Source: an optimization exercise on an open RTL-to-GDS flow (aim: small area and a short achievable clock period). Production flows keep margins and buffers that such runs may drop.

Setup of the baseline:
==> flow/design.v <==
`timescale 1ns/100ps
module pfxCarry #(
  parameter int N  = 32,
  parameter bit KS = 1
) (
  input  logic [N-1:0] p,
  input  logic [N-1:0] g,
  output logic [N-1:0] c
);
  localparam int L = $clog2(N);
  logic [N-1:0] gg [0:L];
  logic [N-1:0] pp [0:L];
  always_comb begin
    gg[0] = g;
    pp[0] = p;
    for (int k = 0; k < L; k++) begin
      for (int i = 0; i < N; i++) begin
        int j;
        if (KS) j = i - (1 << k);
        else    j = ((i >> k) & 1) ? (((i >> k) << k) - 1) : -1;
        if (j >= 0) begin
          gg[k+1][i] = gg[k][i] | (pp[k][i] & gg[k][j]);
          pp[k+1][i] = pp[k][i] & pp[k][j];
        end else begin
          gg[k+1][i] = gg[k][i];
          pp[k+1][i] = pp[k][i];
        end
      end
    end
  end
  assign c = gg[L];
endmodule
module pfxAdd #(
  parameter int N  = 32,
  parameter bit KS = 1
) (
  input  logic [N-1:0] a,
  input  logic [N-1:0] b,
  output logic [N-1:0] s,
  output logic         co
);
  logic [N-1:0] p, c;
  assign p = a ^ b;
  pfxCarry #(.N(N), .KS(KS)) carry_i (.p (p), .g (a & b), .c (c));
  assign s  = p ^ {c[N-2:0], 1'b0};
  assign co = c[N-1];
endmodule
`timescale 1ns/100ps
module executeUnit (
  input  logic         Clk,
  input  logic         reset,
  input  logic [150:0] idExIn,
  output logic [106:0] exMemOut
);
  localparam bit KS_ALU = 0;
  localparam bit KS_BT  = 0;
  logic [4:0]  inCtrl;
  logic        regDst, aluSrc;
  logic [5:0]  aluOp, funct;
  logic [31:0] pcPlus4, rdA, rdB, imm;
  logic [4:0]  rt, rd, shamt;
  assign inCtrl  = idExIn[150:146];
  assign regDst  = idExIn[145];
  assign aluSrc  = idExIn[144];
  assign aluOp   = idExIn[143:138];
  assign pcPlus4 = idExIn[137:106];
  assign rdA     = idExIn[105:74];
  assign rdB     = idExIn[73:42];
  assign imm     = idExIn[41:10];
  assign rt      = idExIn[9:5];
  assign rd      = idExIn[4:0];
  assign funct   = imm[5:0];
  assign shamt   = imm[10:6];
  logic isR;
  logic dSub, dSlt, dAnd, dOr, dXor, dNor, dSll, dSrl, dShift, dLogic, dArith;
  assign isR    = (aluOp == 6'h00);
  assign dSlt   = (isR & (funct == 6'h2A)) | (aluOp == 6'h0A);
  assign dSub   = (isR & (funct == 6'h22)) | (aluOp == 6'h04) | dSlt;
  assign dAnd   = (isR & (funct == 6'h24)) | (aluOp == 6'h0C);
  assign dOr    = (isR & (funct == 6'h25)) | (aluOp == 6'h0D);
  assign dXor   =  isR & (funct == 6'h26);
  assign dNor   =  isR & (funct == 6'h27);
  assign dSll   =  isR & (funct == 6'h00);
  assign dSrl   =  isR & (funct == 6'h02);
  assign dShift = dSll | dSrl;
  assign dLogic = dAnd | dOr | dXor | dNor;
  assign dArith = ~(dSlt | dLogic | dShift);
  logic [31:0] opB, inP, inG, shIn, shPre;
  logic [3:0]  lutP, lutG;
  assign opB = aluSrc ? imm : rdB;
  logic dAndi, dOri, dNone;
  assign dAndi = dAnd | dOr;                   
  assign dOri  = dOr | dXor;                   
  assign dNone = dAnd | dNor | dShift;         
  assign lutP = {dSub | dAndi, ~(dSub | dNone), ~(dSub | dNone), dSub | dNor};
  assign lutG = {~(dSub | dLogic | dShift), dSub, 2'b00};
  always_comb
    for (int i = 0; i < 32; i++)
      shIn[i] = (dSll & opB[31-i]) | (dSrl & opB[i]);
  assign shPre = shamt[4] ? {16'd0, shIn[31:16]} : shIn;
  always_comb
    for (int i = 0; i < 32; i++) begin
      inP[i] = lutP[{rdA[i], opB[i]}] | shPre[i];
      inG[i] = lutG[{rdA[i], opB[i]}];
    end
  logic [14:0] btLo, btHi0;
  logic        btLoCo, btHiCo;
  pfxAdd #(.N(15), .KS(KS_BT)) btLoAdd_i (.a (pcPlus4[16:2]),  .b (imm[14:0]),  .s (btLo),  .co (btLoCo));
  pfxAdd #(.N(15), .KS(KS_BT)) btHiAdd_i (.a (pcPlus4[31:17]), .b (imm[29:15]), .s (btHi0), .co (btHiCo));
  logic        killQ;                  
  logic [4:0]  ctrlQ, wrQ;
  logic [31:0] rd2Q, pQ, gQ;
  logic        cinQ;
  logic        sumQ, sltQ, srlQ, sllQ;
  logic [3:0]  shamtQ;
  logic [14:0] btLoQ, btHi0Q;
  logic [1:0]  btPcQ;
  logic        btCQ;
  always_ff @(posedge Clk) begin
    killQ  <= reset;
    ctrlQ  <= inCtrl;
    wrQ    <= regDst ? rd : rt;
    rd2Q   <= rdB;
    pQ     <= inP;
    gQ     <= {inG[31:1], inG[0] | (inP[0] & dSub)};
    cinQ   <= dSub;
    sumQ   <= dArith | dLogic;
    sltQ   <= dSlt;
    srlQ   <= dSrl;
    sllQ   <= dSll;
    shamtQ <= shamt[3:0];
    btPcQ  <= pcPlus4[1:0];
    btLoQ  <= btLo;
    btHi0Q <= btHi0;
    btCQ   <= btLoCo;
  end
  logic clr;
  assign clr = reset | killQ;
  logic [31:0] carry, sum, sh, shRev;
  logic        lt, zAdd, zSh, zero;
  logic [31:0] aluRes;
  pfxCarry #(.N(32), .KS(KS_ALU)) aluCarry_i (.p (pQ), .g (gQ), .c (carry));
  assign sum = pQ ^ {carry[30:0], cinQ};
  assign sh = pQ >> shamtQ;
  always_comb for (int i = 0; i < 32; i++) shRev[i] = sh[31-i];
  assign lt = pQ[31] ? sum[31] : gQ[31];
  logic [31:0] kin;
  assign kin  = {pQ[30:0] | gQ[30:0], cinQ};
  assign zAdd = (pQ == kin);
  logic [15:0] keep;
  always_comb for (int k = 0; k < 16; k++) keep[k] = (k >= shamtQ);
  assign zSh  = ~|pQ[31:16] & ~|(pQ[15:0] & keep);
  logic selSum, selSrl, selSll, selSlt;
  assign selSum = sumQ & ~clr;
  assign selSrl = srlQ & ~clr;
  assign selSll = sllQ & ~clr;
  assign selSlt = sltQ & ~clr;
  assign aluRes = ({32{selSum}} & sum) | ({32{selSrl}} & sh) | ({32{selSll}} & shRev) |
                  {31'd0, selSlt & lt};
  assign zero   = (sumQ & zAdd) | (sltQ & ~lt) | ((srlQ | sllQ) & zSh);
  logic [14:0] btHi;
  assign btHi = btHi0Q + {14'd0, btCQ};
  always_ff @(posedge Clk) begin
    exMemOut[106:102] <= clr ? 5'd0 : ctrlQ;
    exMemOut[101:70]  <= clr ? 32'd0 : {btHi, btLoQ, btPcQ};
    exMemOut[69]      <= ~reset & (killQ | zero);
    exMemOut[68:37]   <= aluRes;
    exMemOut[36:5]    <= clr ? 32'd0 : rd2Q;
    exMemOut[4:0]     <= clr ? 5'd0 : wrQ;
  end
endmodule
clock: 5.0 ns
lec_check: 0
cap_margin: 20
core_margin: 2
core_utilization: 40
setup_slack_margin: 2.9
slew_margin: 20
standard.sh (not shown) runs the stock make flow with config.mk's settings and CLKGATE_MAP_FILE= SYNTH_SCRIPT=/design/flow/synth_recipe.tcl, a recipe that flattens the netlist after the stock synthesis.
==> flow/flow/run.sh <==
#!/bin/bash
# Own layout flow: the standard ORFS flow with four changes.
#  * ABC maps for delay (dch; map -D) instead of ORFS's area-recovering script.
#  * Yosys does not extract full/half adder cells, so ABC sees the whole
#    carry logic (ADDER_MAP_FILE empty).
#  * Clock tree from clkbuf_8 cells, without dummy loads.
#  * Port buffers are buf_2 cells instead of clkdlybuf4s50_1 delay cells.
# The synthesis itself is otherwise ORFS's (synth_recipe.tcl), so the registers
# and their names are the standard synthesis's.
set -euo pipefail
W=$PWD
rm -rf "$W/scripts_own"
cp -r "$FLOW_HOME/scripts" "$W/scripts_own"
cp "$W/flow/abc_speed.script" "$W/scripts_own/abc_speed.script"
export SCRIPTS_DIR="$W/scripts_own"
export ADDER_MAP_FILE=
export BUFFER_PORTS_ARGS="-buffer_cell sky130_fd_sc_hd__buf_2"
export CTS_ARGS="-sink_clustering_enable -repair_clock_nets -buf_list sky130_fd_sc_hd__clkbuf_8 -dont_use_dummy_load"
bash standard.sh synth > "$W/own_synth.log" 2>&1
bash standard.sh > "$W/own_layout.log" 2>&1
==> flow/flow/abc_speed.script <==
strash
dch
map -D 800
buffer -p
upsize -D 800
dnsize -D 800
stime -p
Both conditions hold for the baseline: the flow ran to the end and the final layout passed the timing, design-rule and antenna checks.
The inputs of the candidate differ from those of the baseline as listed below.
Settings: swapping 2.9 for 2.85 in SETUP_SLACK_MARGIN.
[summary]
- When the final numbers for the candidate and the baseline were put side by side, the worst slew slack as a fraction of its limit turned out to be smaller in the candidate.
- In the metrics for the candidate and the baseline, the one carrying the higher worst setup slack is the baseline.
- Cmp the candidate vs the baseline: maximum number of pins on one net before global-route repair higher in the candidate
- Per the comparison of the candidate with the baseline, initial antenna violation count moved down; final cycle utilization of the critical path saw little to no change; wire length after detailed routing now smaller.
No run of this note included a check of the RTL's function; only the layout flow was run.

## separate check: timing with driven ports
Ports are ideal in the flow. The routed layouts listed here were re-timed in OpenROAD. Step 1 sets driving cells, clkbuf_16 on the clock port and buf_2 on the other inputs (assumed; they add their load-dependent delay and slew). Step 2 moves the port delays by t, midway between the first and last clock arrival at a register: inputs arrive t later, outputs are due t later. That takes back most of the time a late clock gives input paths. a / b / c = ideal ports / drivers / drivers and shift; a / b = the first two.
| run | t (ns) | setup WS [ns] | slew at the worst register clock pin (ns) |
|---|---|---|---|
| the baseline | 0.646 | 2.849 / 2.870 / 2.224 | 0.06 / 0.06 |
| the candidate | 0.640 | 2.845 / 2.850 / 2.210 | 0.06 / 0.06 |
After both steps setup and hold are still met in every run listed. The setup slack of the candidate, which loses most, moves by +0.005 ns with the drivers and by -0.635 ns with both steps.
